Background: an optimization exercise with open tools, aiming at small area. Do not read the settings as production practice.
Only simulation tests tie the RTL to the original design; equivalence was not proved.

Setup of run 1:
==> flow/design.v (excerpt) <==
module exec_stage
(
  input  logic              clock,
  input  logic              rst_n,
  input  logic [XLEN-1:0]   alu_npc,
  input  logic [ILEN-1:0]   alu_ir,
  input  logic [XLEN-1:0]   alu_rega,
  input  logic [XLEN-1:0]   alu_regb,
  input  logic [PREG_W-1:0] alu_dest_reg_idx,
  input  logic [1:0]        alu_opa_select,
  input  logic [1:0]        alu_opb_select,
  input  logic [4:0]        alu_func,
  input  logic              alu_rd_mem,
  input  logic              alu_wr_mem,
  input  logic              alu_cond_branch,
  input  logic              alu_uncond_branch,
  input  logic              alu_valid,
  input  logic [XLEN-1:0]   mult_npc,
  input  logic [ILEN-1:0]   mult_ir,
  input  logic [XLEN-1:0]   mult_rega,
  input  logic [XLEN-1:0]   mult_regb,
  input  logic [PREG_W-1:0] mult_dest_reg_idx,
  input  logic [1:0]        mult_opa_select,
  input  logic [1:0]        mult_opb_select,
  input  logic              mult_valid,
  output logic [XLEN-1:0]   wb_alu_npc,
  output logic [XLEN-1:0]   wb_alu_result,
  output logic [XLEN-1:0]   wb_alu_branch_target,
  output logic              wb_alu_take_branch,
  output logic              wb_alu_rd_mem,
  output logic              wb_alu_wr_mem,
  output logic              wb_alu_valid,
  output logic [PREG_W-1:0] wb_alu_dest_reg_idx,
  output logic [XLEN-1:0]   wb_alu_store_data,
  output logic [XLEN-1:0]   wb_mult_npc,
  output logic [XLEN-1:0]   wb_mult_result,
  output logic              wb_mult_valid,
  output logic [PREG_W-1:0] wb_mult_dest_reg_idx
);
  logic [XLEN-1:0]   alu_opa, alu_opb, alu_ops_npc;
  logic [PREG_W-1:0] alu_ops_dest;
  logic              alu_ops_valid;
  logic [XLEN-1:0]   mult_opa, mult_opb, mult_ops_npc;
  logic [PREG_W-1:0] mult_ops_dest;
  logic              mult_ops_valid;
  logic [XLEN-1:0] alu_raw_result;    
  operand_select alu_sel (
    .npc              (alu_npc),
    .ir               (exec_pkg::inst_word_t'(alu_ir)),
    .rega             (alu_rega),
    .regb             (alu_regb),
  ...
For scale: about 880 I/O pins.
clock: 12.5 ns
lec_check: 0
abc_area: 1
cap_margin: 20
core_margin: 2
core_utilization: 50
slew_margin: 20
standard.sh (not shown) runs the stock make flow with config.mk's settings and CLKGATE_MAP_FILE= SYNTH_SCRIPT=/design/flow/synth_recipe.tcl, a recipe that flattens the netlist after the stock synthesis.
==> flow/flow/run.sh <==
#!/bin/bash
# The standard layout (standard.sh) with these changes:
#  - Yosys's synth runs without its generic "abc -fast" step (SYNTH_ARGS=-noabc),
#    so the full adders written in the RTL reach extract_fa as written;
#  - the cell mapping uses flow/abc_area.script (area-oriented &nf mapping,
#    no ABC buffering or sizing; placement and repair do that);
#  - the port buffers are the smallest buffer cell, buf_1;
#  - the floorplan step only removes synthesis buffers (REMOVE_ABC_BUFFERS)
#    instead of sizing up with wire-load estimates.
# Each tool's output is in orfs/logs/; the make output is in standard_flow.log.
set -euo pipefail
here=$(pwd)
rm -rf "$here/scripts_alt"
cp -r "$FLOW_HOME/scripts" "$here/scripts_alt"
cp "$here/flow/abc_area.script" "$here/scripts_alt/abc_area.script"
export SCRIPTS_DIR="$here/scripts_alt"
export SYNTH_ARGS="-noabc"
export REMOVE_ABC_BUFFERS=1
export BUFFER_PORTS_ARGS="-buffer_cell sky130_fd_sc_hd__buf_1"
bash standard.sh finish > standard_flow.log 2>&1
==> flow/flow/abc_area.script <==
&get -n
&st
&dch
&nf -a -R 1000
&put
topo
stime -c
Edits applied to the flow inputs when going from run 1 to run 2:
- putting GPL_ROUTABILITY_DRIVEN at 0 where nothing was set
- putting CTS_CLUSTER_DIAMETER at 100 where nothing was set
- putting CTS_CLUSTER_SIZE at 30 where nothing was set
[summary]
- The register-to-register setup slack of run 2 is higher than that of run 1.
- Run 2 vs. run 1: via count of the first global-routing pass decreased by 1.7% relative to the old numbers; setup slack increased by 17 ps relative to the old numbers; number of H-tree levels decreased by 1 relative to the old numbers; number of clock sinks closely matched the old numbers.
#### Input delta (run 3 over run 2)
- GPL_ROUTABILITY_DRIVEN no longer set, was 0
Notes after the runs:
Lower time the final worst path needs with I/O delays and setup was reported by run 2, not run 3.
The lower measured slew at the worst slew-check pin of run 2 and run 3 is in run 3.
Compared with run 2, in run 3 count of cells resized by post-cts repair saw an increase, register-to-register path setup slack shows an increase of 20 ps, setup slack after layout went down.
Signed area change from the synthesized netlist to the final layout for run 3 is higher than for run 2.
Routed length on met3: run 3 vs run 2 down about 7.5%
Run 3: done, clean on timing, DRC and antenna
Run 2 completed end to end with timing, DRC and antenna clean.
Relative max-transition margin on run 3 is ahead of run 2.

what the ideal ports hide:
No port has a modelled driver above. Below, the same layouts with a new extraction and two added sets of constraints. Step 1 sets driving cells, clkbuf_16 on the clock port and buf_2 on the other inputs (assumed; they add their load-dependent delay and slew). Step 2 also shifts input and output timing later by t, the mid clock arrival at the registers, as if the neighbouring blocks saw the same clock. Three values: ideal, step 1, step 2; two values: the first two.
| run | t, ns | setup slack, ns | hold slack, ns |
|---|---|---|---|
| run 1 | 0.772 | 0.317 / 0.286 / -0.172 | 0.285 / 0.285 / 0.285 |
| run 2 | 0.747 | 0.335 / 0.305 / -0.305 | 0.294 / 0.294 / 0.294 |
| run 3 | 0.755 | 0.283 / 0.254 / -0.107 | 0.312 / 0.312 / 0.312 |
With both steps, setup timing fails in every run listed, where it was met with ideal ports. For run 2, which loses most, drivers alone change the setup slack by -0.030 ns; drivers and shift together by -0.640 ns.
